Context: an optimization exercise on an open-source flow, tuned for small area. The choices shown serve that exercise and are no tape-out recipe.
The RTL was checked by simulation tests, not by an equivalence proof against the original design.
Power figures rest on the tool's default switching activity, not on a simulated workload.

==> flow/design.v <==
package can_rx_pkg;
  localparam int unsigned ID_W      = 29;
  localparam int unsigned KEY_W     = 31;   
  localparam int unsigned MAX_BYTES = 8;
  localparam int unsigned FMI_W     = 5;    
  localparam int unsigned ENTRY_W   = 8 * MAX_BYTES + FMI_W + 4 + 2 + ID_W;
endpackage
import can_rx_pkg::*;
module can_rx_filter_match
(
  input  logic             i_en,
  input  logic [KEY_W-1:0] i_key,
  input  logic [KEY_W-1:0] i_filter,
  input  logic [KEY_W-1:0] i_mask,
  output logic             o_match_c
);
  assign o_match_c = i_en && (((i_key ^ i_filter) & i_mask) == '0);
endmodule
import can_rx_pkg::*;
module can_rx_msgbuf
#(
  parameter  int unsigned NUM_FILTERS = 20,
  parameter  int unsigned DEPTH       = 8,
  localparam int unsigned FMI_W       = $clog2(NUM_FILTERS + 1),
  localparam int unsigned OCC_W       = $clog2(DEPTH) + 1
) (
  input  logic                         clk,
  input  logic                         RST,
  input  logic                         clear,
  input  logic                         new_ID,
  input  logic [28:0]                  ID,
  input  logic                         RTR,
  input  logic                         EXT,
  input  logic [7:0]                   data,
  input  logic [3:0]                   data_index,
  input  logic                         load_data,
  input  logic [3:0]                   pkt_size,
  input  logic                         pkt_done,
  input  logic                         pkt_abort,
  input  logic                         enable_overrun,
  input  logic [NUM_FILTERS-1:0]       mask_enable,
  input  logic [KEY_W*NUM_FILTERS-1:0] filter_flat,
  input  logic [KEY_W*NUM_FILTERS-1:0] mask_flat,
  input  logic                         read_fifo,
  output logic [OCC_W-1:0]             occupancy,
  output logic                         full,
  output logic                         empty,
  output logic                         overrun,
  output logic [31:0]                  data_L,
  output logic [31:0]                  data_H,
  output logic [28:0]                  ID_out,
  output logic [3:0]                   pkt_size_out,
  output logic                         RTR_out,
  output logic                         EXT_out,
  output logic [FMI_W-1:0]             fmi_out,
  output logic                         fifo_read
);
  localparam int unsigned AW  = $clog2(DEPTH);
  localparam int unsigned EW  = 8 * MAX_BYTES + FMI_W + 4 + 2 + ID_W;
  logic r_scan, r_dseen, r_post;
  logic w_commit, w_hold, w_hit, w_last, w_accept, w_done_seen;
  assign w_commit    = r_post & r_dseen;
  assign w_hold      = r_post & ~r_dseen;
  assign w_done_seen = pkt_done | r_dseen;
  assign w_accept    = w_hit | ~(|mask_enable);
  always_ff @(posedge clk) begin
    if (RST) begin
      {r_scan, r_dseen, r_post} <= 3'b000;
    end else if (new_ID) begin
      {r_scan, r_dseen, r_post} <= 3'b100;
    end else if (pkt_abort && !w_commit) begin
      {r_scan, r_dseen, r_post} <= 3'b000;
    end else if (r_scan) begin
      if (w_hit || w_last) begin
        {r_scan, r_dseen, r_post} <= w_accept ? {1'b0, w_done_seen, 1'b1} : 3'b000;
      end else begin
        {r_scan, r_dseen, r_post} <= {1'b1, w_done_seen, 1'b0};
      end
    end else if (w_hold) begin
      r_dseen <= pkt_done;
    end else begin
      {r_scan, r_dseen, r_post} <= 3'b000;
    end
  end
  logic [ID_W-1:0]           r_id;
  logic                      r_rtr;
  logic                      r_ext;
  logic [3:0]                r_size;
  logic [MAX_BYTES-1:0][7:0] r_data;
  logic [FMI_W-1:0]          r_idx;
  always_ff @(posedge clk) begin
    if (new_ID) begin
      r_id  <= ID;
      r_rtr <= RTR;
      r_ext <= EXT;
    end
    if (new_ID || (pkt_done && !r_dseen)) begin
      r_size <= pkt_size;
    end
  end
  for (genvar k = 0; k < MAX_BYTES; k++) begin : g_byte
    always_ff @(posedge clk) begin
      if (load_data && data_index == 4'(k) && (!w_commit || new_ID)) begin
        r_data[k] <= data;
      end else if (new_ID) begin
        r_data[k] <= '0;
      end
    end
  end
  logic [KEY_W-1:0]       w_key;
  logic [NUM_FILTERS-1:0] w_sel;
  logic [KEY_W-1:0]       w_filt;
  logic [KEY_W-1:0]       w_mask;
  logic                   w_en;
  assign w_key = {r_ext, r_rtr, r_id};
  for (genvar i = 0; i < NUM_FILTERS; i++) begin : g_sel
    assign w_sel[i] = (r_idx == FMI_W'(i));
  end
  always_comb begin
    w_filt = '0;
    w_mask = '0;
    for (int i = 0; i < int'(NUM_FILTERS); i++) begin
      w_filt = w_filt | (filter_flat[KEY_W*i +: KEY_W] & {KEY_W{w_sel[i]}});
      w_mask = w_mask | (mask_flat[KEY_W*i +: KEY_W] & {KEY_W{w_sel[i]}});
    end
  end
  assign w_en = |(mask_enable & w_sel);
  can_rx_filter_match u_match (
    .i_en      (w_en),
    .i_key     (w_key),
    .i_filter  (w_filt),
    .i_mask    (w_mask),
    .o_match_c (w_hit)
  );
  assign w_last = (r_idx == FMI_W'(NUM_FILTERS - 1));
  always_ff @(posedge clk) begin
    if (new_ID) begin
      r_idx <= '0;
    end else if (r_scan && !w_hit) begin
      r_idx <= r_idx + FMI_W'(1);
    end
  end
  logic [EW-1:0]    r_cell [DEPTH];
  logic [EW-1:0]    w_entry;
  logic [EW-1:0]    w_head;
  logic [AW-1:0]    r_hp;         
  logic             r_pend;       
  logic [OCC_W-1:0] r_count;
  logic             r_overrun;
  logic             r_fifo_read;
  logic [DEPTH-1:0] w_rsel;
  logic [DEPTH-1:0] w_wsel;
  logic             w_push;
  logic             w_pop;
  logic             w_full;
  logic             w_empty;
  logic             w_wen;
  logic             w_rd_inc;
  logic             w_to_head;
  logic [AW-1:0]    w_tgt;
  logic [AW-1:0]    w_wcell;
  logic             w_write;
  assign w_entry = {r_id, r_rtr, r_ext, r_size, r_idx, r_data};
  assign w_full  = (r_count == OCC_W'(DEPTH));
  assign w_empty = (r_count == '0);
  assign w_push  = w_commit && !new_ID && !clear;
  assign w_pop   = read_fifo && !w_empty && !clear;
  assign w_wen   = w_push && (!w_full || w_pop || enable_overrun);
  assign w_rd_inc = w_pop || (w_wen && w_full);
  assign w_to_head = w_empty || (r_count == OCC_W'(1) && w_pop);
  assign w_tgt   = r_hp + AW'(r_count) - AW'(r_pend);
  assign w_wcell = (w_wen && w_to_head) ? AW'(DEPTH - 1) : w_tgt - AW'(1);
  assign w_write = r_pend || (w_wen && (w_to_head || !w_tgt[0]));
  always_ff @(posedge clk) begin
    if (RST) begin
      r_hp        <= '0;
      r_pend      <= 1'b0;
      r_count     <= '0;
      r_overrun   <= 1'b0;
      r_fifo_read <= 1'b0;
    end else begin
      r_fifo_read <= w_pop;
      r_pend      <= w_wen && !w_to_head && w_tgt[0];
      if (w_wen && w_to_head) begin
        r_hp <= AW'(DEPTH - 1);
      end else if (!w_rd_inc) begin
        r_hp <= r_hp - AW'(1);
      end
      if (clear) begin
        r_count   <= '0;
        r_overrun <= 1'b0;
      end else begin
        if (w_wen && !w_pop && !w_full) begin
          r_count <= r_count + OCC_W'(1);
        end else if (w_pop && !w_wen) begin
          r_count <= r_count - OCC_W'(1);
        end
        if (w_push && w_full && !w_pop) begin
          r_overrun <= 1'b1;
        end
      end
    end
  end
  for (genvar j = 0; j < DEPTH; j++) begin : g_cell
    if (j % 2 == 1) begin : g_wr
      assign w_wsel[j] = w_write && (w_wcell == AW'(j));
      always_ff @(posedge clk) begin
        r_cell[j] <= w_wsel[j] ? w_entry : r_cell[(j + 1) % DEPTH];
      end
    end else begin : g_pass
      assign w_wsel[j] = 1'b0;
      always_ff @(posedge clk) begin
        r_cell[j] <= r_cell[(j + 1) % DEPTH];
      end
    end
    assign w_rsel[j] = !w_empty && (r_hp == AW'(j));
  end
  always_comb begin
    w_head = '0;
    for (int j = 0; j < int'(DEPTH); j++) begin
      w_head = w_head | (r_cell[j] & {EW{w_rsel[j]}});
    end
  end
  assign occupancy    = r_count;
  assign full         = w_full;
  assign empty        = w_empty;
  assign overrun      = r_overrun;
  assign fifo_read    = r_fifo_read;
  assign data_L       = w_head[31:0];
  assign data_H       = w_head[63:32];
  assign fmi_out      = w_head[64 +: FMI_W];
  assign pkt_size_out = w_head[64 + FMI_W +: 4];
  assign EXT_out      = w_head[68 + FMI_W];
  assign RTR_out      = w_head[69 + FMI_W];
  assign ID_out       = w_head[70 + FMI_W +: ID_W];
endmodule
==> flow/flow/run.sh <==
#!/bin/bash
# Standard ORFS layout with an area-oriented abc mapping script, smaller port
# buffers and a lighter clock tree.
set -euo pipefail
work=$PWD
# ORFS scripts with abc's mapping script replaced (registers are untouched:
# abc only maps the logic between them)
rm -rf "$work/scripts_area"
cp -r "$FLOW_HOME/scripts" "$work/scripts_area"
cp "$work/flow/abc_area.script" "$work/scripts_area/abc_speed.script"
# Port buffers: the smallest buffer instead of the default delay-cell pick
export BUFFER_PORTS_ARGS="-buffer_cell sky130_fd_sc_hd__buf_1"
# Clock tree: larger sink clusters on clkbuf_8/16, no dummy loads
export CTS_ARGS="-sink_clustering_enable -sink_clustering_size 24 -sink_clustering_max_diameter 80 -repair_clock_nets -dont_use_dummy_load -buf_list {sky130_fd_sc_hd__clkbuf_8 sky130_fd_sc_hd__clkbuf_16}"
bash standard.sh SCRIPTS_DIR="$work/scripts_area" synth > synth_flow.log 2>&1
bash standard.sh > standard_flow.log 2>&1
==> flow/flow/abc_area.script <==
&get -n
&st
&syn2
&dch
&nf -a
&st
&syn2
&dch
&nf -a
&st
&dch -f
&nf -a
&put
topo
==> flow/standard.sh <==
#!/bin/bash
# synth_recipe.tcl (not shown) runs the flow's synth.tcl, then flattens the netlist and writes it again
# the make line also repeats each setting of config.mk as NAME=value (left out here)
make -C /OpenROAD-flow-scripts/flow DESIGN_CONFIG=/design/flow/config.mk WORK_HOME=/design/flow/orfs CLKGATE_MAP_FILE= SYNTH_SCRIPT=/design/flow/synth_recipe.tcl "${@:-finish}"
==> flow/config.mk <==
export PLATFORM = sky130hd
export DESIGN_NAME = can_rx_msgbuf
export DESIGN_NICKNAME = can_rx_msgbuf
export VERILOG_FILES = /design/flow/design.v
export SDC_FILE = /design/flow/constraint.sdc
export NUM_CORES = 4
export LEC_CHECK = 0
export CAP_MARGIN = 10
export CORE_AREA = 10 10 490 490
export DIE_AREA = 0 0 500 500
export PLACE_DENSITY = 0.8
export SLEW_MARGIN = 10
==> flow/constraint.sdc <==
create_clock -name core_clock -period 10.0 [get_ports {clk}]
set_input_delay 2.0000 -clock core_clock [delete_from_list [all_inputs] [get_ports {clk}]]
set_output_delay 2.0000 -clock core_clock [all_outputs]
set_load 0.01 [all_outputs]
==> results of run 1 <==
-- kinds of logic after synthesis --
group / share of synthesized area (%)
AND/OR/NAND/NOR: 9.65
flip-flops: 54.6
AO/OA/AOI/OAI: 20.2
buffers and inverters: 0.246
adder cells (fa/ha/maj): 0.636
multiplexers: 14.1
XOR/XNOR: 0.527
-- synthesized netlist by cell type, types with 41 or more instances --
| library cell | instances | area (um2) |
|---|---|---|
| nand2_1 | 208 | 781 |
| a22oi_1 | 384 | 2880 |
| a222oi_1 | 322 | 3220 |
| nor2_1 | 48 | 180 |
| and2_0 | 69 | 432 |
| nand3_1 | 123 | 616 |
| nand4_1 | 111 | 694 |
| dfxtp_1 | 850 | 17000 |
| nor3_1 | 41 | 205 |
| mux2_1 | 457 | 5150 |
| edfxtp_1 | 99 | 2970 |
-- worst reg2reg max path, cell delays in order (launching register included) --
cell	delay [ps]
dfxtp_4	540
buf_4	450
nor4bb_4	270
buf_4	360
buf_4	380
a22oi_1	790
nand4_1	460
nor3_1	930
nor3_1	180
a2111oi_2	790
nand4_1	660
o31ai_1	1110
o21ai_0	240
nor2b_1	190
-- sequential cells by signal, summed over array words and instances, names as in the netlist, 3 cells and up --
| register | count |
|---|---|
| r_size | 4 |
| r_id | 29 |
| r_count | 4 |
| r_data | 64 |
| r_idx | 5 |
| r_hp | 3 |
| r_cell | 832 |
-- cell usage in the layout (no fill, tap or decap), types with 65 or more instances in the layout --
cell,n
buf_1,1426
edfxtp_1,99
diode_2,322
mux2_1,457
a22oi_1,384
nand4_1,111
and2_0,65
a222oi_1,322
dfxtp_1,847
nand2_1,208
nand3_1,122
buf_4,110
-- how the worst min path moves through the flow --
stage | start | endpoint | slack, ps | cells after the start
finish | r_cell[1][60] | r_cell[0][60] | 300 | 0
CTS | r_cell[7][78] | r_cell[6][78] | 300 | 0
floorplan | r_cell[1][11] | r_cell[0][11] | 330 | 0
global route | r_cell[1][60] | r_cell[0][60] | 300 | 0
detailed placement | r_cell[3][89] | r_cell[2][89] | 340 | 0
global placement | r_cell[7][13] | r_cell[6][13] | 330 | 0
-- power by group --
group | leakage (uW) | switching, uW | internal [uW]
Sequential | 0.00788 | 51.9 | 3870
Clock | 0.000704 | 1280 | 1000
Combinational | 0.00856 | 591 | 282
-- layout make-up --
| type | count | area (um2) |
|---|---|---|
| Sequential cell | 949 | 20000 |
| Fill cell | 25221 | 180000 |
| Inverter | 24 | 90.1 |
| Antenna cell | 322 | 806 |
| Clock buffer | 57 | 1430 |
| Timing Repair Buffer | 1548 | 6410 |
| Tap cell | 3026 | 3790 |
| Multi-Input combinational cell | 2064 | 16900 |
-- layer usage --
metal,global-route usage [%],up-vias,wire (um)
li1,-,16231,-
met4,26.1,180,40500
met1,30.5,20622,131000
met5,0.780,-,1190
met2,43.5,4092,166000
met3,13.6,1266,50900
-- through the flow --
stage | hold slack, ps | util [%]
2_1_floorplan | 330 | -
3_3_place_gp | 333 | 20.5
3_5_place_dp | 335 | 20.5
4_1_cts | 298 | 21.1
5_1_grt | 299 | 21.4
6_report | 296 | 21.5
==> flow_metrics.env, run 1 <==
export IMPL_outcome="complete, but fails checks"
export IMPL_so_faults="slew limit"
export IMPL_layout_min_cycle_time_ps=7430
export IMPL_grt_pass1_vias=38871
export IMPL_grt_pass1_wl_mm=469
export IMPL_dp_hpwl_mm=322
export IMPL_cts_repair_resized=0
export IMPL_route_detailed_drc=0
export IMPL_cts_sinks=949
export IMPL_finalNonFillerCells=7990
export IMPL_cp_data_required_time_ps=10560
export IMPL_setup_tns_ps=0
export IMPL_slew_headroom_pct=-3.36
export IMPL_core_area_mm2=0.230
export IMPL_postSynthRegisterBits=949
export IMPL_ys_types=49
export IMPL_dieArea_mm2=0.250
export IMPL_synth_warnings=2
export IMPL_syn_avg_cell_area_um2=12.0
export IMPL_netlist_area_mm2=0.0366
export IMPL_root_buffer="clkbuf_16"
export IMPL_leakage_uw=0.0171
export IMPL_finalInstanceArea_mm2=0.0494
export IMPL_maxCapViolations=0
export IMPL_die_h_um=500
export IMPL_cts_buffers=57
export IMPL_path_buf_inv=3
export IMPL_critPathTopFamily="compound AO/OA/AOI/OAI gates"
export IMPL_die_w_um=500
export IMPL_cts_tree="yes"
export IMPL_slew_violations=1
export IMPL_placed_area_mm2=0.0471
export IMPL_clock_skew_ps=107
export IMPL_r2r_start="r_idx[2]"
export IMPL_grt_max_degree=111
export IMPL_ff2ff_setup_slack_ps=2570
export IMPL_place_gp_congestion=1.09
export IMPL_place_ws_ps=2280
export IMPL_start_util_pct=15.9
export IMPL_crit_chain="buf_4, nor4bb_4, buf_4, buf_4, a22oi_1, nand4_1, nor3_1, nor3_1, a2111oi_2, nand4_1, o31ai_1, o21ai_0, nor2b_1"
export IMPL_rsz0062_at_grt="false"
export IMPL_synth_fp_nets=4371
export IMPL_ys_async_sr_fraction_pct=0
export IMPL_max_vdd_ir_drop_mv=0.150
export IMPL_finalSetupViolCount=0
export IMPL_clockBufferDepth=3
export IMPL_cp_depth=13
export IMPL_post_cts_buffers=0
export IMPL_cp_endpoint="r_idx[3]"
export IMPL_critical_path_max_fanout=32
export IMPL_crit_path_start_kind="flop"
export IMPL_ff2ff_path_depth=13
export IMPL_ctsHoldBuffers=0
export IMPL_syn_to_final_growth_pct=34.9
export IMPL_crit_slowest_cell="o31ai_1"
export IMPL_worstSetupEndpointType="flop"
export IMPL_critPathLaunch="r_idx[2]"
export IMPL_power_total_uw=7080
export IMPL_path_clk_slew_ps=100
export IMPL_yosysSeqAreaShare_pct=54.6
export IMPL_r2r_end="r_idx[3]"
export IMPL_ys_flop_type="dfxtp_1"
export IMPL_drive_gt1_share_pct=4.87
export IMPL_h_tree_depth=2
export IMPL_clk_insertion_delay_late_ps=730
export IMPL_cpPeakStageDelay_ps=1100
export IMPL_dp_cells=7611
export IMPL_path_common_cell="buf_4"
export IMPL_rows=176
export IMPL_port_buffers=1427
export IMPL_clock_fmax_mhz=135
export IMPL_min_path_type="reg2reg"
export IMPL_drtIter0Drc=9072
export IMPL_syn_inst=3037
export IMPL_grt_overflow_total=0
export IMPL_dr_pass1_iters=14
export IMPL_wire_per_inst_um=48.7
export IMPL_hold_viol=0
export IMPL_antenna_found_initial=450
export IMPL_wl_mm=389
export IMPL_worstSetupPathType="reg2reg"
export IMPL_num_vias=42391
export IMPL_grt_use_total_pct=29.1
export IMPL_layout_setup_ws_ps=2570
export IMPL_avgViaCountPerCell=5.31
export IMPL_io_pins=1428
export IMPL_ant_nets=0
export IMPL_period_share_pct=74.3
export IMPL_worst_slew_pin_slew_ps=1550
export IMPL_synth_edf_count=99
export IMPL_nets=5978
export IMPL_cp_arrival_ps=7990
export IMPL_power_density_mw_per_mm2=143
==> run 2, diff against run 1 <==
--- a/flow/design.v
+++ b/flow/design.v
@@ -101,8 +101,8 @@
   for (genvar k = 0; k < MAX_BYTES; k++) begin : g_byte
+    logic w_ld;     
+    logic w_keep;   
+    assign w_ld   = load_data && data_index == 4'(k) && (!w_commit || new_ID);
+    assign w_keep = !w_ld && !new_ID;
     always_ff @(posedge clk) begin
-      if (load_data && data_index == 4'(k) && (!w_commit || new_ID)) begin
-        r_data[k] <= data;
-      end else if (new_ID) begin
-        r_data[k] <= '0;
-      end
+      r_data[k] <= (data & {8{w_ld}}) | (r_data[k] & {8{w_keep}});
     end
@@ -146,2 +146,3 @@
   logic [AW-1:0]    r_hp;         
+  logic [AW-1:0]    r_hp_n;       
   logic             r_pend;       
@@ -152,2 +153,3 @@
   logic [DEPTH-1:0] w_wsel;
+  logic [DEPTH-1:0] w_wkeep;
   logic             w_push;
@@ -161,2 +163,3 @@
   logic [AW-1:0]    w_wcell;
+  logic [AW-1:0]    w_wcell_c;
   logic             w_write;
@@ -173,2 +176,4 @@
   assign w_write = r_pend || (w_wen && (w_to_head || !w_tgt[0]));
+  assign w_wcell_c = (w_wen && w_to_head) ? AW'(DEPTH - 1)
+                                          : ~r_hp_n + AW'(r_count) - AW'(r_pend) - AW'(1);
   always_ff @(posedge clk) begin
@@ -176,2 +181,3 @@
       r_hp        <= '0;
+      r_hp_n      <= '1;
       r_pend      <= 1'b0;
@@ -184,5 +190,7 @@
       if (w_wen && w_to_head) begin
-        r_hp <= AW'(DEPTH - 1);
+        r_hp   <= AW'(DEPTH - 1);
+        r_hp_n <= '0;
       end else if (!w_rd_inc) begin
-        r_hp <= r_hp - AW'(1);
+        r_hp   <= r_hp - AW'(1);
+        r_hp_n <= r_hp_n + AW'(1);
       end
@@ -205,8 +213,10 @@
     if (j % 2 == 1) begin : g_wr
-      assign w_wsel[j] = w_write && (w_wcell == AW'(j));
+      assign w_wsel[j]  = w_write && (w_wcell == AW'(j));
+      assign w_wkeep[j] = !(w_write && (w_wcell_c == AW'(j)));
       always_ff @(posedge clk) begin
-        r_cell[j] <= w_wsel[j] ? w_entry : r_cell[(j + 1) % DEPTH];
+        r_cell[j] <= (w_entry & {EW{w_wsel[j]}}) | (r_cell[(j + 1) % DEPTH] & {EW{w_wkeep[j]}});
       end
     end else begin : g_pass
-      assign w_wsel[j] = 1'b0;
+      assign w_wsel[j]  = 1'b0;
+      assign w_wkeep[j] = 1'b1;
       always_ff @(posedge clk) begin
--- a/flow/flow/run.sh
+++ b/flow/flow/run.sh
@@ -12,4 +12,4 @@
 export BUFFER_PORTS_ARGS="-buffer_cell sky130_fd_sc_hd__buf_1"
-# Clock tree: larger sink clusters on clkbuf_8/16, no dummy loads
-export CTS_ARGS="-sink_clustering_enable -sink_clustering_size 24 -sink_clustering_max_diameter 80 -repair_clock_nets -dont_use_dummy_load -buf_list {sky130_fd_sc_hd__clkbuf_8 sky130_fd_sc_hd__clkbuf_16}"
+# Clock tree: sink clusters of up to 16 on clkbuf_8, no dummy loads
+export CTS_ARGS="-sink_clustering_enable -sink_clustering_size 16 -sink_clustering_max_diameter 70 -repair_clock_nets -dont_use_dummy_load -buf_list {sky130_fd_sc_hd__clkbuf_8}"
 bash standard.sh SCRIPTS_DIR="$work/scripts_area" synth > synth_flow.log 2>&1
==> flow/flow/abc_area.script (replaced) <==
&get -n
&st
&syn2
&dch
&nf -a -p -R 1000 -F 8 -A 4
&st
&syn2
&dch
&nf -a -p -R 1000 -F 8 -A 4
&st
&dch -f
&nf -a -p -R 1000 -F 8 -A 4
&put
topo
--- a/flow/config.mk
+++ b/flow/config.mk
@@ -10,3 +10,2 @@
 export DIE_AREA = 0 0 500 500
-export PLACE_DENSITY = 0.8
 export SLEW_MARGIN = 10
==> flow_metrics.env, run 2 <==
export IMPL_outcome="timing/DRC/antenna clean"
export IMPL_leakage_uw=0.0155
export IMPL_num_vias=44345
export IMPL_clockBufferDepth=3
export IMPL_crit_slowest_cell="nor4_1"
export IMPL_max_vdd_ir_drop_mv=0.0919
export IMPL_largest_reg_flops=832
export IMPL_wl_met1_mm=153
export IMPL_grt_overflow_total=0
export IMPL_synth_area_top_cells="dfxtp_1, a22o_1, a222oi_1, a22oi_1, edfxtp_1"
export IMPL_core_area_mm2=0.230
export IMPL_avgViaCountPerCell=5.57
export IMPL_grt_max_degree=105
export IMPL_cp_data_required_time_ps=10730
export IMPL_period_share_pct=76.9
export IMPL_top_register="r_cell"
export IMPL_antenna_found_initial=327
export IMPL_grt_pass1_vias=40751
export IMPL_wl_mm=385
export IMPL_yosysSeqAreaShare_pct=54.9
export IMPL_nets=6089
export IMPL_layout_setup_ws_ps=2310
export IMPL_ys_async_sr_fraction_pct=0
export IMPL_place_ws_ps=2030
export IMPL_ff2ff_path_depth=18
export IMPL_final_common_cell="buf_1"
export IMPL_hold_depth=0
export IMPL_setup_tns_ps=0
export IMPL_top_layer="met5"
export IMPL_layout_min_cycle_time_ps=7690
export IMPL_wire_per_inst_um=48.4
export IMPL_place_gp_congestion=1.03
export IMPL_post_cts_buffers=0
export IMPL_syn_inst=3114
export IMPL_ys_flop_type="dfxtp_1"
export IMPL_worst_hold_slack_ps=258
export IMPL_start_util_pct=15.4
export IMPL_cp_depth=18
export IMPL_yosysMostFrequentCell="dfxtp_1"
export IMPL_cts_repair_resized=0
export IMPL_slew_violations=0
export IMPL_synth_fp_nets=4452
export IMPL_drive_gt1_share_pct=5.56
export IMPL_ff2ff_setup_slack_ps=2310
export IMPL_drtIter0Drc=9107
export IMPL_syn_to_final_growth_pct=34.3
export IMPL_cts_tree="yes"
export IMPL_path_clk_slew_ps=100
export IMPL_route_met3_wl_mm=57.4
export IMPL_cpPeakStageDelay_ps=1000
export IMPL_dp_hpwl_mm=311
export IMPL_mostFrequentLayoutCells="buf_1, dfxtp_1, a22o_1"
export IMPL_dr_pass1_iters=13
export IMPL_power_density_mw_per_mm2=145
export IMPL_port_buffers=1427
export IMPL_netlist_area_mm2=0.0353
export IMPL_wl_met2_mm=153
export IMPL_cp_arrival_ps=8420
export IMPL_ant_nets=0
export IMPL_ctsHoldBuffers=0
export IMPL_clk_insertion_delay_late_ps=840
export IMPL_synth_warnings=2
export IMPL_cts_sinks=952
export IMPL_min_path_type="reg2reg"
export IMPL_worstSetupPathType="reg2reg"
export IMPL_critical_path_max_fanout=24
export IMPL_root_buffer="clkbuf_8"
export IMPL_crit_chain="clkinv_1, ha_1, nand2_1, nor2_4, buf_4, buf_4, a22oi_1, nand4_1, nor3_2, xor2_1, a31oi_1, a2111oi_0, nand4_1, nor4_1, nand2b_1, nor2_1, a21oi_1, o21a_1"
export IMPL_postSynthRegisterBits=952
export IMPL_route_detailed_drc=0
export IMPL_clock_fmax_mhz=130
export IMPL_io_pins=1428
export IMPL_grt_use_total_pct=28.9
export IMPL_dieArea_mm2=0.250
export IMPL_maxCapViolations=0
export IMPL_syn_avg_cell_area_um2=11.3
export IMPL_rsz0062_at_grt="false"
export IMPL_hold_viol=0
export IMPL_finalSetupViolCount=0
export IMPL_crit_path_start_kind="flop"
export IMPL_worst_slew_pin_slew_ps=1260
export IMPL_synth_top_area_cell="dfxtp_1"
export IMPL_cts_buffers=82
export IMPL_synthTopCellsByCount="dfxtp_1, a22o_1, a222oi_1"
export IMPL_h_tree_depth=3
export IMPL_top_regs="r_cell: 832 flops, r_data: 64 flops, r_id: 29 flops"
export IMPL_grt_pass1_wl_mm=473
export IMPL_rows=176
export IMPL_worstSetupEndpointType="flop"
export IMPL_critPathTopFamily="simple AND/OR/NAND/NOR gates"
export IMPL_die_h_um=500
export IMPL_slew_headroom_pct=15.8
export IMPL_die_w_um=500
export IMPL_synth_edf_count=35
export IMPL_synth_top_area_share_pct=51.9
export IMPL_clock_skew_ps=101
export IMPL_ys_types=45
export IMPL_path_buf_inv=3
run 2: changes by cell type in the layout (fill, tap and decap cells not counted), sizes merged, moves of 28 or more:
cell	delta
mux2	-442
a22oi	-112
dfxtp	+67
a221oi	+35
nand2b	+69
clkbuf	+28
a22o	+440
nor2	+49
edfxtp	-64
o21ai	+45
mux2i	+38
and2	-65
diode	-141
run 2: cell families after synthesis:
| group | synth area share (%) |
|---|---|
| simple gates | 9.29 |
| xor+xnor | 0.892 |
| fa+ha+maj | 0.821 |
| compound gates | 32.2 |
| mux | 1.61 |
| flops | 54.9 |
| buf+inv | 0.244 |
run 2: final cells by class:
type / instances / area (um2)
tap: 3026 / 3790
inverter: 23 / 86.3
fill: 25500 / 182000
multi-input combinational: 2139 / 16200
timing repair buffer: 1553 / 6430
antenna: 181 / 453
sequential: 952 / 19400
clock buffer: 82 / 1130
run 2: final timing paths:
kind	startpoint	endpoint
max	r_idx[1]	r_idx[3]
min	r_cell[3][20]	r_cell[2][20]
max reg2reg	r_idx[1]	r_idx[3]
min reg2reg	r_cell[3][20]	r_cell[2][20]
run 2: power by group:
group | internal [uW] | switching, uW | total (uW)
sequential | 3840 | 45.2 | 3880
combinational | 283 | 670 | 953
clock | 730 | 1310 | 2040
run 2: metrics by stage:
step / power (uW) / instances / utilization, % / area [um2]
after floorplan: 4200 / 3114 / - / 35400
after global placement: 4890 / 7686 / 20.0 / 45800
after detailed placement: 4900 / 7693 / 20.0 / 45900
after CTS: 6890 / 7775 / 20.5 / 47000
after global routing: 7050 / 7866 / 20.6 / 47200
final: 6870 / 7956 / 20.7 / 47500
run 2: metal layers:
| metal | GRT usage, % | up-vias |
|---|---|---|
| met4 | 11.6 | 164 |
| met1 | 35.6 | 22183 |
| li1 | - | 16732 |
| met5 | 0 | - |
| met2 | 40.8 | 4380 |
| met3 | 16.7 | 886 |
==> run 3, diff against run 2 <==
--- a/flow/flow/run.sh
+++ b/flow/flow/run.sh
@@ -13,3 +13,3 @@
 # Clock tree: sink clusters of up to 16 on clkbuf_8, no dummy loads
-export CTS_ARGS="-sink_clustering_enable -sink_clustering_size 16 -sink_clustering_max_diameter 70 -repair_clock_nets -dont_use_dummy_load -buf_list {sky130_fd_sc_hd__clkbuf_8}"
+export CTS_ARGS="-sink_clustering_enable -sink_clustering_size 16 -sink_clustering_max_diameter 50 -repair_clock_nets -dont_use_dummy_load -buf_list {sky130_fd_sc_hd__clkbuf_8}"
 bash standard.sh SCRIPTS_DIR="$work/scripts_area" synth > synth_flow.log 2>&1
==> flow_metrics.env, run 3 <==
export IMPL_outcome="timing/DRC/antenna clean"
export IMPL_syn_inst=3114
export IMPL_clock_skew_ps=129
export IMPL_h_tree_depth=3
export IMPL_critical_path_max_fanout=24
export IMPL_finalNonFillerCells=8002
export IMPL_cpPeakStageDelay_ps=1080
export IMPL_post_cts_buffers=0
export IMPL_dp_hpwl_mm=311
export IMPL_synthTopCellsByCount="dfxtp_1, a22o_1, a222oi_1"
export IMPL_io_pins=1428
export IMPL_cts_sinks=952
export IMPL_fillers=25503
export IMPL_start_util_pct=15.4
export IMPL_leakage_uw=0.0157
export IMPL_syn_avg_cell_area_um2=11.3
export IMPL_avgViaCountPerCell=5.52
export IMPL_ys_types=45
export IMPL_worstSetupPathType="reg2reg"
export IMPL_worstSetupEndpointType="flop"
export IMPL_grt_busiest_layer="met2"
export IMPL_top_register="r_cell"
export IMPL_clock_fmax_mhz=128
export IMPL_synth_warnings=2
export IMPL_synth_top_area_share_pct=51.9
export IMPL_wire_per_inst_um=48.1
export IMPL_port_buffers=1427
export IMPL_hold_viol=0
export IMPL_ys_flop_type="dfxtp_1"
export IMPL_path_clk_slew_ps=100
export IMPL_dieArea_mm2=0.250
export IMPL_max_vdd_ir_drop_mv=0.115
export IMPL_syn_to_final_growth_pct=35.2
export IMPL_maxCapViolations=0
export IMPL_nets=6108
export IMPL_met3_usage_pct=17.3
export IMPL_slew_headroom_pct=8.15
export IMPL_grt_util_met2_pct=39.8
export IMPL_layout_min_cycle_time_ps=7810
export IMPL_setup_tns_ps=0
export IMPL_critPathTopFamily="simple AND/OR/NAND/NOR gates"
export IMPL_crit_chain="clkinv_1, ha_1, nand2_1, nor2_4, buf_4, buf_4, a22oi_1, nand4_1, nor3_2, xor2_1, a31oi_1, a2111oi_0, nand4_1, nor4_1, nand2b_1, nor2_1, a21oi_1, o21a_1"
export IMPL_power_density_mw_per_mm2=148
export IMPL_postSynthRegisterBits=952
export IMPL_core_area_mm2=0.230
export IMPL_clk_insertion_delay_late_ps=900
export IMPL_synth_top_area_cell="dfxtp_1"
export IMPL_yosysMostFrequentCell="dfxtp_1"
export IMPL_cts_buffers=101
export IMPL_grt_overflow_total=0
export IMPL_period_share_pct=78.1
export IMPL_grt_pass1_wl_mm=472
export IMPL_ant_nets=0
export IMPL_worst_slew_pin_slew_ps=1380
export IMPL_ctsHoldBuffers=0
export IMPL_largest_reg_flops=832
export IMPL_antenna_found_initial=328
export IMPL_rows=176
export IMPL_crit_path_start_kind="flop"
export IMPL_die_w_um=500
export IMPL_ys_async_sr_fraction_pct=0
export IMPL_place_gp_congestion=1.03
export IMPL_root_buffer="clkbuf_8"
export IMPL_grt_pass1_vias=40985
export IMPL_drtIter0Drc=9281
export IMPL_layout_setup_ws_ps=2190
export IMPL_cts_repair_resized=0
export IMPL_use_met1_pct=35.2
export IMPL_min_path_type="reg2reg"
export IMPL_mostFrequentLayoutCells="buf_1, dfxtp_1, a22o_1"
export IMPL_grt_max_degree=105
export IMPL_cts_tree="yes"
export IMPL_num_vias=44147
export IMPL_rsz0062_at_grt="false"
export IMPL_slew_violations=0
export IMPL_synth_edf_count=35
export IMPL_place_ws_ps=2030
export IMPL_dp_cells=7693
export IMPL_synth_area_top_cells="dfxtp_1, a22o_1, a222oi_1, a22oi_1, edfxtp_1"
export IMPL_netlist_area_mm2=0.0353
export IMPL_die_h_um=500
export IMPL_yosysSeqAreaShare_pct=54.9
export IMPL_route_detailed_drc=0
export IMPL_drive_gt1_share_pct=5.94
export IMPL_finalSetupViolCount=0
export IMPL_cp_arrival_ps=8550
export IMPL_dr_pass1_iters=15
export IMPL_top_regs="r_cell: 832 flops, r_data: 64 flops, r_id: 29 flops"
export IMPL_clockBufferDepth=3
export IMPL_wl_mm=385
export IMPL_path_buf_inv=3
export IMPL_crit_slowest_cell="nor4_1"
export IMPL_synth_fp_nets=4452
export IMPL_grt_use_total_pct=28.8
export IMPL_final_common_cell="buf_1"
export IMPL_cp_data_required_time_ps=10740
## run 3: report_power, final
| part | leakage, uW | total (uW) | switching, uW | internal (uW) |
|---|---|---|---|---|
| clock | 0.000727 | 2230 | 1340 | 888 |
| sequential | 0.00773 | 3880 | 44.9 | 3840 |
| combinational | 0.00719 | 946 | 663 | 283 |
## run 3: path summary, 6_finish.rpt
path | from | end | slack [ps] | cells past startpoint
min reg2reg | r_cell[3][3] | r_cell[2][3] | 230 | 0
max | r_idx[1] | r_idx[3] | 2190 | 18
max reg2reg | r_idx[1] | r_idx[3] | 2190 | 18
min | r_cell[3][3] | r_cell[2][3] | 230 | 0
## run 3: per-layer routing
| metal | share of wire [%] | wire length [um] |
|---|---|---|
| met5 | 0.31 | 1200 |
| met4 | 5.4 | 20900 |
| met3 | 16 | 60200 |
| met2 | 40 | 153000 |
| met1 | 39 | 150000 |
## run 3: final cells by class
type | count | area (um2) | share of cell area (%)
Sequential cell | 952 | 19400 | 40.6
Tap cell | 3026 | 3790 | 7.92
Clock buffer | 101 | 1390 | 2.91
Multi-Input combinational cell | 2139 | 16200 | 33.8
Inverter | 23 | 86.3 | 0.181
Timing Repair Buffer | 1553 | 6430 | 13.4
Antenna cell | 208 | 520 | 1.09
## run 3: kinds of logic after synthesis
family / share of synthesized area, %
AOI/OAI and AO/OA: 32.2
xor gates and xnor gates: 0.892
adders and majority gates: 0.821
buffers and inverters: 0.244
DFF: 54.9
muxes: 1.61
and+or+nand+nor: 9.29
## run 3: metrics by stage
step | area (um2) | total power, uW | hold slack [ps] | util [%]
after floorplan | 35400 | 4200 | 330 | -
after global placement | 45800 | 4890 | 330 | 20.0
after detailed placement | 45900 | 4900 | 335 | 20.0
after CTS | 47300 | 7090 | 238 | 20.6
after global routing | 47500 | 7250 | 241 | 20.7
final | 47800 | 7060 | 225 | 20.8
==> run 4, diff against run 3 <==
==> flow/flow/abc_area.script (replaced) <==
&get -n
&st
&syn2
&dch
&nf -a
&st
&syn2
&dch
&nf -a
&st
&dch -f
&nf -a
&put
topo
--- a/flow/config.mk
+++ b/flow/config.mk
@@ -7,5 +7,5 @@
 export LEC_CHECK = 0
-export CAP_MARGIN = 10
+export CAP_MARGIN = 5
 export CORE_AREA = 10 10 490 490
 export DIE_AREA = 0 0 500 500
-export SLEW_MARGIN = 10
+export SLEW_MARGIN = 5
==> flow_metrics.env, run 4 <==
export IMPL_dieArea_mm2=0.250
export IMPL_top_regs="r_cell: 832 flops, r_data: 64 flops, r_id: 29 flops"
export IMPL_grt_max_degree=90
export IMPL_netlist_area_mm2=0.0355
export IMPL_synth_top_area_share_pct=51.7
export IMPL_synth_simple_area_share_pct=9.65
export IMPL_ant_nets=0
export IMPL_post_synth_fa_ha_maj_area_fraction_pct=0.818
export IMPL_clock_fmax_mhz=138
export IMPL_layout_min_cycle_time_ps=7250
export IMPL_rsz0062_at_grt="false"
export IMPL_grt_use_total_pct=28.9
export IMPL_path_clk_slew_ps=100
export IMPL_wl_mm=386
export IMPL_cts_tree="yes"
export IMPL_dr_pass1_iters=8
export IMPL_antenna_found_initial=340
export IMPL_synth_edf_count=35
export IMPL_synth_warnings=2
export IMPL_place_gp_congestion=1.09
export IMPL_fin_util_pct=20.8
export IMPL_io_pins=1428
export IMPL_critical_path_max_fanout=50
export IMPL_post_cts_buffers=0
export IMPL_layout_setup_ws_ps=2750
export IMPL_syn_inst=3145
export IMPL_port_buffers=1427
export IMPL_grt_pass1_vias=40792
export IMPL_postSynthRegisterBits=952
export IMPL_cts_buffers=96
export IMPL_cp_arrival_ps=5250
export IMPL_dp_hpwl_mm=312
export IMPL_ctsHoldBuffers=0
export IMPL_cpPeakStageDelay_ps=760
export IMPL_ys_async_sr_fraction_pct=0
export IMPL_die_w_um=500
export IMPL_final_common_cell="buf_1"
export IMPL_slew_violations=0
export IMPL_finalInstanceArea_mm2=0.0479
export IMPL_syn_avg_cell_area_um2=11.3
export IMPL_worstSetupEndpointType="primary output"
export IMPL_grt_pass1_wl_mm=472
export IMPL_root_buffer="clkbuf_8"
export IMPL_clockBufferDepth=3
export IMPL_cts_repair_resized=0
export IMPL_core_area_mm2=0.230
export IMPL_nets=6120
export IMPL_rows=176
export IMPL_largest_reg_flops=832
export IMPL_placed_area_mm2=0.0460
export IMPL_place_ws_ps=2670
export IMPL_route_detailed_drc=0
export IMPL_slew_headroom_pct=10.5
export IMPL_min_path_type="reg2reg"
export IMPL_syn_to_final_growth_pct=34.9
export IMPL_die_h_um=500
export IMPL_synth_area_top_cells="dfxtp_1, a22o_1, a222oi_1, a22oi_1, nand2_1"
export IMPL_synthTopCellsByCount="dfxtp_1, a22o_1, a22oi_1"
export IMPL_worstSetupPathType="reg2out"
export IMPL_synth_compound_area_share_pct=32.3
export IMPL_drive_gt1_share_pct=5.54
export IMPL_num_vias=43859
export IMPL_synth_top_family_by_area="compound AO/OA/AOI/OAI gates"
export IMPL_setup_tns_ps=0
export IMPL_maxCapViolations=0
export IMPL_synth_top_area_cell="dfxtp_1"
export IMPL_crit_slowest_cell="buf_4"
export IMPL_ys_flop_type="dfxtp_1"
export IMPL_wire_per_inst_um=48.1
export IMPL_clock_skew_ps=136
export IMPL_synth_fp_nets=4483
export IMPL_yosysSeqAreaShare_pct=54.7
export IMPL_h_tree_depth=3
export IMPL_top_register="r_cell"
export IMPL_critPathTopFamily="buffers and inverters"
export IMPL_synth_xor_area_share_pct=0.469
export IMPL_ys_types=55
export IMPL_period_share_pct=72.5
export IMPL_grt_overflow_total=0
export IMPL_path_buf_inv=5
export IMPL_power_density_mw_per_mm2=143
export IMPL_start_util_pct=15.5
export IMPL_leakage_uw=0.0158
export IMPL_crit_path_start_kind="flop"
export IMPL_cts_sinks=952
export IMPL_crit_chain="clkinv_1, ha_1, nand2_1, clkinv_1, nor2_1, and2_4, buf_4, buf_4, a222oi_1, nand3_1, buf_1"
export IMPL_avgViaCountPerCell=5.47
export IMPL_cp_data_required_time_ps=8000
export IMPL_worst_slew_pin_slew_ps=1340
export IMPL_yosysMostFrequentCell="dfxtp_1"
export IMPL_outcome="timing/DRC/antenna clean"
export IMPL_finalSetupViolCount=0
export IMPL_power_total_uw=6860
export IMPL_drtIter0Drc=8953
export IMPL_muxShareOfSynthArea_pct=1.74
export IMPL_clk_insertion_delay_late_ps=890
export IMPL_mostFrequentLayoutCells="buf_1, dfxtp_1, a22o_1"
export IMPL_hold_viol=0
export IMPL_max_vdd_ir_drop_mv=0.0940
run 4: cell count changes in the layout (fill, tap and decap cells not counted), sizes merged, moves of 13 or more:
cell,delta
nand3,+17
nand2,+90
a21oi,-13
a22o,-24
a22oi,+108
nand2b,-68
mux2i,-38
buf,-15
nor2,-48
mux2,+38
o21ai,-14
a221oi,-39
run 4: routing by layer:
metal  wire [um]  global-route usage, %  up-vias
met5        1250                      0        -
met4       17300                   12.0      198
met3       61400                   17.6      878
met2      157000                   41.1     4088
met1      148000                   34.8    21747
li1            -                      -    16948
run 4: path summary, 6_finish.rpt:
| path | start | endpoint | slack, ps | depth (start not counted) |
|---|---|---|---|---|
| hold / removal | r_cell[5][54] | r_cell[4][54] | 290 | 0 |
| hold reg to reg | r_cell[5][54] | r_cell[4][54] | 290 | 0 |
| setup / recovery | r_count[0] | data_H[23] | 2750 | 11 |
| setup reg to reg | r_idx[2] | r_idx[3] | 3210 | 12 |
run 4: power breakdown:
part	switching [uW]	internal, uW	total (uW)	leakage [uW]
clock	1340	844	2190	0.000692
sequential	56.7	3840	3890	0.00773
combinational	532	247	779	0.00736
total	1930	4930	6860	0.0158
run 4: stage by stage:
step           instances  hold slack [ps]
5_1_grt             7866              296
3_3_place_gp        7708              331
3_5_place_dp        7709              336
4_1_cts             7805              294
2_1_floorplan       3145              330
6_report            8013              294
run 4: kinds of logic after synthesis:
family          Yosys count
simple gates            704
compound gates         1365
mux                      55
buf+inv                  28
xor+xnor                 19
flops                   952
fa+ha+maj                22
run 4: cell type report:
type                       instances  area, um2
timing repair buffer            1539       6370
sequential                       952      19400
clock buffer                      96       1320
fill                           25509     182000
multi-input combinational       2165      16400
tap                             3026       3790
antenna                          207        518
inverter                          28        106
==> run 5, diff against run 4 <==
--- a/flow/config.mk
+++ b/flow/config.mk
@@ -7,5 +7,5 @@
 export LEC_CHECK = 0
-export CAP_MARGIN = 5
+export CAP_MARGIN = 10
 export CORE_AREA = 10 10 490 490
 export DIE_AREA = 0 0 500 500
-export SLEW_MARGIN = 5
+export SLEW_MARGIN = 10
==> flow_metrics.env, run 5 <==
export IMPL_start_util_pct=15.5
export IMPL_fillers=25501
export IMPL_setup_tns_ps=0
export IMPL_dr_pass1_iters=11
export IMPL_min_path_type="reg2reg"
export IMPL_rows=176
export IMPL_regArea_mm2=0.0194
export IMPL_hold_viol=0
export IMPL_slew_headroom_pct=11.1
export IMPL_cp_arrival_ps=5290
export IMPL_cp_data_required_time_ps=8000
export IMPL_maxCapViolations=0
export IMPL_slew_violations=0
export IMPL_worstSetupPathType="reg2out"
export IMPL_ys_types=55
export IMPL_netlist_area_mm2=0.0355
export IMPL_cts_repair_resized=0
export IMPL_worstSetupEndpointType="primary output"
export IMPL_io_pins=1428
export IMPL_rsz0062_at_grt="false"
export IMPL_r2r_start="r_idx[2]"
export IMPL_p_switching_uw=1900
export IMPL_crit_path_start_kind="flop"
export IMPL_ys_async_sr_fraction_pct=0
export IMPL_syn_to_final_growth_pct=34.8
export IMPL_period_share_pct=72.9
export IMPL_route_detailed_drc=0
export IMPL_post_cts_buffers=0
export IMPL_cp_depth=11
export IMPL_place_gp_congestion=1.09
export IMPL_top_regs="r_cell: 832 flops, r_data: 64 flops, r_id: 29 flops"
export IMPL_path_buf_inv=5
export IMPL_crit_chain="clkinv_1, ha_1, nand2_1, clkinv_1, nor2_1, and2_4, buf_4, buf_4, a222oi_1, nand3_1, buf_1"
export IMPL_dieArea_mm2=0.250
export IMPL_ff2ff_setup_slack_ps=2880
export IMPL_die_w_um=500
export IMPL_clock_fmax_mhz=137
export IMPL_cts_buffers=94
export IMPL_power_frac_seq_pct=57.2
export IMPL_r2r_end="r_idx[3]"
export IMPL_synth_top_area_share_pct=51.7
export IMPL_crit_slowest_cell="buf_4"
export IMPL_hold_depth=0
export IMPL_grt_max_degree=90
export IMPL_wire_per_inst_um=48.1
export IMPL_grt_overflow_total=0
export IMPL_clockBufferDepth=3
export IMPL_internal_power_uw=4910
export IMPL_synth_edf_count=35
export IMPL_num_vias=43812
export IMPL_layout_setup_ws_ps=2710
export IMPL_drive_gt1_share_pct=5.48
export IMPL_cpPeakStageDelay_ps=760
export IMPL_critPathTopFamily="buffers and inverters"
export IMPL_max_vdd_ir_drop_mv=0.118
export IMPL_core_area_mm2=0.230
export IMPL_drtIter0Drc=8792
export IMPL_synth_fp_nets=4483
export IMPL_dp_hpwl_mm=311
export IMPL_multi_input_area_mm2=0.0164
export IMPL_largest_reg_flops=832
export IMPL_root_buffer="clkbuf_8"
export IMPL_grt_pass1_vias=40753
export IMPL_grt_pass1_wl_mm=471
export IMPL_syn_avg_cell_area_um2=11.3
export IMPL_antenna_found_initial=349
export IMPL_ant_nets=0
export IMPL_critical_path_max_fanout=50
export IMPL_cts_tree="yes"
export IMPL_die_h_um=500
export IMPL_cts_sinks=952
export IMPL_clk_insertion_delay_late_ps=880
export IMPL_avgViaCountPerCell=5.47
export IMPL_path_clk_slew_ps=80
export IMPL_grt_use_total_pct=28.9
export IMPL_yosysSeqAreaShare_pct=54.7
export IMPL_yosysMostFrequentCell="dfxtp_1"
export IMPL_synthTopCellsByCount="dfxtp_1, a22o_1, a22oi_1"
export IMPL_synth_area_top_cells="dfxtp_1, a22o_1, a222oi_1, a22oi_1, nand2_1"
export IMPL_power_density_mw_per_mm2=142
export IMPL_h_tree_depth=3
export IMPL_postSynthRegisterBits=952
export IMPL_outcome="timing/DRC/antenna clean"
export IMPL_place_ws_ps=2730
export IMPL_port_buffers=1427
export IMPL_synth_top_area_cell="dfxtp_1"
export IMPL_ctsHoldBuffers=0
export IMPL_cp_endpoint="data_H[23]"
export IMPL_final_common_cell="buf_1"
export IMPL_layout_min_cycle_time_ps=7290
export IMPL_synth_warnings=2
export IMPL_critPathLaunch="r_count[0]"
export IMPL_leakage_uw=0.0158
export IMPL_syn_inst=3145
export IMPL_clock_skew_ps=152
export IMPL_worst_slew_pin_slew_ps=1330
export IMPL_swShare_pct=27.8
export IMPL_ys_flop_type="dfxtp_1"
export IMPL_finalSetupViolCount=0
export IMPL_top_register="r_cell"
export IMPL_nets=6117
export IMPL_power_frac_clock_pct=31.5
export IMPL_mostFrequentLayoutCells="buf_1, dfxtp_1, a22o_1"
export IMPL_wl_mm=385
export IMPL_p_comb_share_pct=11.4
export IMPL_ff2ff_path_depth=12
-- run 5: changes by cell type in the layout (fill, tap and decap cells not counted) --
cell       delta
nor3b_2       -1
diode_2       +1
nor3b_4       +1
a2111oi_0     -1
buf_4         +1
clkbuf_8      -2
a2111oi_1     +1
buf_6         -1
clkbuf_2      -1
-- run 5: per-stage QoR --
stage                     util [%]  hold slack, ps  total power, uW  cell area (um2)  instances
after CTS                     20.6             253             6830            47300       7803
final                         20.8             255             6810            47800       8011
after global placement        20.0             331             4740            46000       7708
after floorplan                  -             330             4160            35500       3145
after global routing          20.7             241             6990            47500       7880
after detailed placement      20.0             336             4740            46000       7709
-- run 5: cell type report --
type	instances	area share (%)
Antenna cell	208	1.09
Clock buffer	94	2.70
Inverter	28	0.222
Multi-Input combinational cell	2165	34.2
Sequential cell	952	40.6
Tap cell	3026	7.91
Timing Repair Buffer	1538	13.3
-- run 5: how the worst min path moves through the flow --
stage / endpoint / startpoint / slack, ps
floorplan: r_cell[0][0] / r_cell[1][0] / 330
global placement: r_cell[0][65] / r_cell[1][65] / 330
detailed placement: r_cell[2][26] / r_cell[3][26] / 340
CTS: r_cell[4][33] / r_cell[5][33] / 250
global route: r_cell[4][33] / r_cell[5][33] / 240
finish: r_cell[4][33] / r_cell[5][33] / 250
-- run 5: power groups by stage --
stage	clock network (uW)	logic, uW	registers, uW
CTS	2170	767	3890
detailed placement	0	763	3980
floorplan	0	210	3950
global placement	0	760	3980
global route	2300	794	3900
finish	2140	774	3890
-- run 5: metal layers --
layer,track usage [%],share of wire [%],vias to the layer above
met1,34.6,39,21773
met4,13.0,4.8,204
met2,40.8,41,3978
met3,17.6,16,919
li1,-,-,16938
met5,0,0.35,-
-- run 5: cells by family after synthesis --
kind of cell,count (synthesis),synth area share [%]
simple gates,704,9.65
flops,952,54.7
fa+ha+maj,22,0.818
xor+xnor,19,0.469
mux,55,1.74
buf+inv,28,0.296
compound gates,1365,32.3
==> run 6, diff against run 5 <==
--- a/flow/flow/run.sh
+++ b/flow/flow/run.sh
@@ -13,3 +13,3 @@
 # Clock tree: sink clusters of up to 16 on clkbuf_8, no dummy loads
-export CTS_ARGS="-sink_clustering_enable -sink_clustering_size 16 -sink_clustering_max_diameter 50 -repair_clock_nets -dont_use_dummy_load -buf_list {sky130_fd_sc_hd__clkbuf_8}"
+export CTS_ARGS="-sink_clustering_enable -sink_clustering_size 14 -sink_clustering_max_diameter 80 -repair_clock_nets -dont_use_dummy_load -buf_list {sky130_fd_sc_hd__clkbuf_8}"
 bash standard.sh SCRIPTS_DIR="$work/scripts_area" synth > synth_flow.log 2>&1
==> flow_metrics.env, run 6 <==
export IMPL_num_vias=43601
export IMPL_cpPeakStageDelay_ps=770
export IMPL_regArea_mm2=0.0194
export IMPL_layout_min_cycle_time_ps=7390
export IMPL_cts_buffers=86
export IMPL_worst_slew_pin_slew_ps=1260
export IMPL_path_clk_slew_ps=90
export IMPL_cp_endpoint="data_H[23]"
export IMPL_top_regs="r_cell: 832 flops, r_data: 64 flops, r_id: 29 flops"
export IMPL_place_gp_congestion=1.09
export IMPL_dr_pass1_iters=11
export IMPL_crit_slowest_cell="buf_4"
export IMPL_place_ws_ps=2730
export IMPL_outcome="complete, but fails checks"
export IMPL_start_util_pct=15.5
export IMPL_route_detailed_drc=0
export IMPL_largest_reg_flops=832
export IMPL_synth_top_area_cell="dfxtp_1"
export IMPL_port_buffers=1427
export IMPL_die_h_um=500
export IMPL_synthTopCellsByCount="dfxtp_1, a22o_1, a22oi_1"
export IMPL_rows=176
export IMPL_cts_sinks=952
export IMPL_clk_insertion_delay_late_ps=860
export IMPL_synth_fp_nets=4483
export IMPL_yosysSeqAreaShare_pct=54.7
export IMPL_fillers=25505
export IMPL_drtIter0Drc=8937
export IMPL_cts_tree="yes"
export IMPL_grt_pass1_wl_mm=471
export IMPL_ys_flop_type="dfxtp_1"
export IMPL_synth_top_area_share_pct=51.7
export IMPL_leakage_uw=0.0157
export IMPL_io_pins=1428
export IMPL_min_from="r_cell[1][98]"
export IMPL_ff2ff_path_depth=12
export IMPL_final_common_cell="buf_1"
export IMPL_synth_area_top_cells="dfxtp_1, a22o_1, a222oi_1, a22oi_1, nand2_1"
export IMPL_critical_path_max_fanout=50
export IMPL_finalInstanceArea_mm2=0.0478
export IMPL_power_total_uw=6760
export IMPL_post_cts_buffers=0
export IMPL_setup_tns_ps=0
export IMPL_rsz0062_at_grt="false"
export IMPL_netlist_area_mm2=0.0355
export IMPL_power_density_mw_per_mm2=142
export IMPL_fin_util_pct=20.8
export IMPL_avgViaCountPerCell=5.44
export IMPL_antenna_found_initial=338
export IMPL_ctsHoldBuffers=0
export IMPL_wire_per_inst_um=48.1
export IMPL_ys_types=55
export IMPL_syn_avg_cell_area_um2=11.3
export IMPL_worstSetupEndpointType="primary output"
export IMPL_clock_skew_ps=152
export IMPL_maxCapViolations=0
export IMPL_cts_repair_resized=0
export IMPL_core_area_mm2=0.230
export IMPL_postSynthRegisterBits=952
export IMPL_hold_viol=0
export IMPL_worstSetupPathType="reg2out"
export IMPL_layout_setup_ws_ps=2610
export IMPL_placed_area_mm2=0.0460
export IMPL_ff2ff_setup_slack_ps=2880
export IMPL_ys_async_sr_fraction_pct=0
export IMPL_syn_inst=3145
export IMPL_crit_chain="clkinv_1, ha_1, nand2_1, clkinv_1, nor2_1, and2_4, buf_4, buf_4, a222oi_1, nand3_1, buf_1"
export IMPL_clock_fmax_mhz=135
export IMPL_grt_pass1_vias=40591
export IMPL_grt_max_degree=90
export IMPL_clockBufferDepth=3
export IMPL_slew_violations=0
export IMPL_ant_nets=1
export IMPL_syn_to_final_growth_pct=34.6
export IMPL_grt_use_total_pct=28.9
export IMPL_cp_data_required_time_ps=8000
export IMPL_dp_hpwl_mm=311
export IMPL_synth_edf_count=35
export IMPL_period_share_pct=73.9
export IMPL_r2r_end="r_idx[3]"
export IMPL_min_path_type="reg2reg"
export IMPL_drive_gt1_share_pct=5.33
export IMPL_dieArea_mm2=0.250
export IMPL_r2r_start="r_idx[2]"
export IMPL_cp_arrival_ps=5390
export IMPL_critPathLaunch="r_count[0]"
export IMPL_max_vdd_ir_drop_mv=0.103
export IMPL_finalSetupViolCount=0
export IMPL_nets=6109
export IMPL_root_buffer="clkbuf_8"
export IMPL_h_tree_depth=3
export IMPL_top_register="r_cell"
export IMPL_mostFrequentLayoutCells="buf_1, dfxtp_1, a22o_1"
export IMPL_grt_overflow_total=0
export IMPL_die_w_um=500
export IMPL_slew_headroom_pct=15.4
export IMPL_wl_mm=386
export IMPL_so_faults="antenna rules"
export IMPL_crit_path_start_kind="flop"
export IMPL_synth_warnings=2
export IMPL_yosysMostFrequentCell="dfxtp_1"
export IMPL_multi_input_area_mm2=0.0164
run 6: cell count changes in the layout (fill, tap and decap cells not counted):
cell	before	now
diode_2	208	219
clkbuf_8	94	86
run 6: cells by family after synthesis:
logic type / synth area share (%)
adders and majority gates: 0.818
AOI/OAI and AO/OA: 32.3
buffers and inverters: 0.296
and+or+nand+nor: 9.65
xor gates and xnor gates: 0.469
muxes: 1.74
DFF: 54.7
run 6: final cells by class:
cell class / instances / share of cell area, %
timing repair buffer: 1538 / 13.3
inverter: 28 / 0.223
sequential: 952 / 40.7
clock buffer: 86 / 2.48
antenna: 219 / 1.15
tap: 3026 / 7.93
multi-input combinational: 2165 / 34.3
run 6: critical path, delay by kind of cell, from the launching register on:
family	cells	cell delay [ps]
compound gates	1	190
fa+ha+maj	1	290
buf+inv	5	2090
flops	1	530
simple gates	4	1200
run 6: worst min-delay path by stage:
stage / depth (start not counted) / endpoint
6_report: 0 / r_cell[0][98]
5_1_grt: 0 / r_cell[0][98]
4_1_cts: 0 / r_cell[0][98]
2_1_floorplan: 0 / r_cell[0][0]
3_3_place_gp: 0 / r_cell[0][65]
3_5_place_dp: 0 / r_cell[2][26]
run 6: through the flow:
stage | cells | hold slack (ps)
finish | 8014 | 298
global route | 7883 | 293
CTS | 7795 | 295
detailed placement | 7709 | 336
global placement | 7708 | 331
floorplan | 3145 | 330
run 6: per-layer routing:
metal | routed length, um | GRT usage (%) | vias up
met2 | 156000 | 40.7 | 3964
met3 | 63300 | 17.5 | 878
met1 | 146000 | 34.7 | 21624
li1 | - | - | 16923
met5 | 1380 | 0 | -
met4 | 19700 | 13.1 | 212
run 6: report_power, final:
part | switching (uW) | internal (uW)
logic | 529 | 247
registers | 55.8 | 3840
clock network | 1330 | 763
total | 1910 | 4850
==> run 7, diff against run 6 <==
--- a/flow/flow/run.sh
+++ b/flow/flow/run.sh
@@ -13,3 +13,3 @@
 # Clock tree: sink clusters of up to 16 on clkbuf_8, no dummy loads
-export CTS_ARGS="-sink_clustering_enable -sink_clustering_size 14 -sink_clustering_max_diameter 80 -repair_clock_nets -dont_use_dummy_load -buf_list {sky130_fd_sc_hd__clkbuf_8}"
+export CTS_ARGS="-sink_clustering_enable -sink_clustering_size 30 -sink_clustering_max_diameter 60 -repair_clock_nets -dont_use_dummy_load -buf_list {sky130_fd_sc_hd__clkbuf_16}"
 bash standard.sh SCRIPTS_DIR="$work/scripts_area" synth > synth_flow.log 2>&1
==> flow_metrics.env, run 7 <==
export IMPL_grt_pass1_wl_mm=471
export IMPL_wire_per_inst_um=48.1
export IMPL_syn_avg_cell_area_um2=11.3
export IMPL_die_w_um=500
export IMPL_worst_hold_slack_ps=226
export IMPL_power_total_uw=7330
export IMPL_dr_pass1_iters=10
export IMPL_synth_warnings=2
export IMPL_yosysSeqAreaShare_pct=54.7
export IMPL_syn_to_final_growth_pct=36.6
export IMPL_crit_slowest_cell="buf_4"
export IMPL_worst_slew_pin_slew_ps=1320
export IMPL_ys_async_sr_fraction_pct=0
export IMPL_ctsHoldBuffers=0
export IMPL_ff2ff_setup_slack_ps=2880
export IMPL_finalSetupViolCount=0
export IMPL_leakage_uw=0.0160
export IMPL_setup_tns_ps=0
export IMPL_grt_use_total_pct=28.9
export IMPL_swShare_pct=26.6
export IMPL_crit_path_start_kind="flop"
export IMPL_clockBufferDepth=3
export IMPL_ant_nets=0
export IMPL_netlist_area_mm2=0.0355
export IMPL_synth_edf_count=35
export IMPL_place_gp_congestion=1.09
export IMPL_r2r_start="r_idx[2]"
export IMPL_grt_pass1_vias=40620
export IMPL_syn_inst=3145
export IMPL_hold_viol=0
export IMPL_cts_tree="yes"
export IMPL_grt_overflow_total=0
export IMPL_ys_flop_type="dfxtp_1"
export IMPL_power_frac_seq_pct=53.1
export IMPL_synth_area_top_cells="dfxtp_1, a22o_1, a222oi_1, a22oi_1, nand2_1"
export IMPL_synthTopCellsByCount="dfxtp_1, a22o_1, a22oi_1"
export IMPL_ys_types=55
export IMPL_layout_setup_ws_ps=2870
export IMPL_max_vdd_ir_drop_mv=0.176
export IMPL_holdPathEnd="r_cell[6][66]"
export IMPL_worstSetupEndpointType="primary output"
export IMPL_route_detailed_drc=0
export IMPL_min_path_type="reg2reg"
export IMPL_largest_reg_flops=832
export IMPL_power_frac_clock_pct=36.3
export IMPL_top_regs="r_cell: 832 flops, r_data: 64 flops, r_id: 29 flops"
export IMPL_io_pins=1428
export IMPL_ff2ff_path_depth=13
export IMPL_rsz0062_at_grt="false"
export IMPL_die_h_um=500
export IMPL_cts_sinks=952
export IMPL_r2r_end="r_idx[3]"
export IMPL_p_comb_share_pct=10.6
export IMPL_start_util_pct=15.5
export IMPL_avgViaCountPerCell=5.48
export IMPL_min_from="r_cell[7][66]"
export IMPL_mostFrequentLayoutCells="buf_1, dfxtp_1, a22o_1"
export IMPL_clk_insertion_delay_late_ps=780
export IMPL_final_common_cell="buf_1"
export IMPL_wl_mm=386
export IMPL_post_cts_buffers=0
export IMPL_internal_power_uw=5390
export IMPL_power_density_mw_per_mm2=151
export IMPL_cts_repair_resized=0
export IMPL_clock_skew_ps=150
export IMPL_synth_top_area_share_pct=51.7
export IMPL_top_register="r_cell"
export IMPL_slew_headroom_pct=11.3
export IMPL_fillers=25445
export IMPL_slew_violations=0
export IMPL_synth_top_area_cell="dfxtp_1"
export IMPL_p_switching_uw=1950
export IMPL_critical_path_max_fanout=50
export IMPL_maxCapViolations=0
export IMPL_layout_min_cycle_time_ps=7130
export IMPL_yosysMostFrequentCell="dfxtp_1"
export IMPL_dieArea_mm2=0.250
export IMPL_cp_data_required_time_ps=8000
export IMPL_core_area_mm2=0.230
export IMPL_hold_depth=0
export IMPL_synth_fp_nets=4483
export IMPL_worstSetupPathType="reg2out"
export IMPL_nets=6097
export IMPL_rows=176
export IMPL_h_tree_depth=3
export IMPL_antenna_found_initial=331
export IMPL_port_buffers=1427
export IMPL_postSynthRegisterBits=952
export IMPL_clock_fmax_mhz=140
export IMPL_dp_hpwl_mm=311
export IMPL_place_ws_ps=2730
export IMPL_period_share_pct=71.3
export IMPL_grt_max_degree=90
export IMPL_cp_arrival_ps=5130
export IMPL_cts_buffers=74
export IMPL_num_vias=43942
export IMPL_root_buffer="clkbuf_16"
export IMPL_path_clk_slew_ps=110
export IMPL_drive_gt1_share_pct=5.09
export IMPL_outcome="timing/DRC/antenna clean"
export IMPL_crit_chain="clkinv_1, ha_1, nand2_1, clkinv_1, nor2_1, and2_4, buf_4, buf_4, a222oi_1, nand4_1, buf_1"
export IMPL_cpPeakStageDelay_ps=760
export IMPL_drtIter0Drc=8976
[run 7: per-stage QoR]
stage / utilization [%] / instances / area (um2)
finish: 21.1 / 8019 / 48500
global route: 20.9 / 7863 / 48100
CTS: 20.8 / 7783 / 47900
detailed placement: 20.0 / 7709 / 46000
global placement: 20.0 / 7708 / 46000
floorplan: - / 3145 / 35500
[run 7: area by class of cell]
class	instances	area, um2	area share (%)
sequential	952	19400	40.1
multi-input combinational	2165	16400	33.8
timing repair buffer	1538	6360	13.1
tap	3026	3790	7.81
clock buffer	74	1850	3.82
antenna	236	591	1.22
inverter	28	106	0.219
[run 7: worst max path at each step]
stage,startpoint,end,slack [ps],depth (start not counted)
floorplan,new_ID,r_cell[7][0],200,8
global placement,new_ID,r_cell[5][52],2800,9
detailed placement,new_ID,r_cell[1][52],2730,9
CTS,r_count[0],data_L[9],2890,11
global route,r_count[0],data_L[9],2720,11
finish,r_count[0],data_L[9],2870,11
[run 7: power by group through the flow]
stage,sequential (uW),clock (uW),combinational (uW)
2_1_floorplan,3950,0,210
3_3_place_gp,3980,0,760
3_5_place_dp,3980,0,763
4_1_cts,3890,2690,767
5_1_grt,3900,2810,793
6_report,3890,2660,776
[run 7: kinds of logic after synthesis]
kind of cell	count (synthesis)	synth area share [%]
AO/OA/AOI/OAI	1365	32.3
buffers and inverters	28	0.296
AND/OR/NAND/NOR	704	9.65
multiplexers	55	1.74
flip-flops	952	54.7
adder cells (fa/ha/maj)	22	0.818
XOR/XNOR	19	0.469
[run 7: metal layers]
layer	routed length [um]	track usage, %	vias up
met5	1160	0	-
met4	18500	13.3	178
met2	157000	40.7	4002
li1	-	-	16951
met3	60100	17.8	849
met1	149000	34.4	21962
[run 7: critical path, delay by kind of cell (launching register included)]
kind | cells | cell delay [ps]
buffers and inverters | 5 | 2050
AOI/OAI and AO/OA | 1 | 220
and+or+nand+nor | 4 | 1200
DFF | 1 | 500
adders and majority gates | 1 | 290

re-timing with driven ports:
In the flow no input, the clock included, has a driving cell. The finished layouts below were timed again as built, in two steps.
Step 1: set_driving_cell puts a clkbuf_16 on clk and a buf_2 on each other input, an assumption about the parent block.
Step 2 times the ports against the registers' clock, not the clock port: input delays grow and output delays shrink by t, the midpoint of the rising clock arrivals with the driver on.
Three values: ideal, step 1, step 2; two values: the first two.
run | shift t [ns] | setup WS [ns] | worst slew at a driven data input, ns
run 1 | 0.746 | 2.572 / 2.572 / 2.358 | 0.58
run 2 | 0.860 | 2.312 / 2.312 / 2.312 | 0.56
run 3 | 0.895 | 2.189 / 2.189 / 2.189 | 0.53
run 4 | 0.898 | 2.752 / 2.665 / 2.658 | 0.57
run 5 | 0.887 | 2.707 / 2.622 / 2.591 | 0.52
run 6 | 0.871 | 2.612 / 2.525 / 2.726 | 0.53
run 7 | 0.779 | 2.873 / 2.785 / 2.533 | 0.57
The setup slack of run 7, which loses most, moves by -0.088 ns with the drivers and by -0.340 ns with both steps.
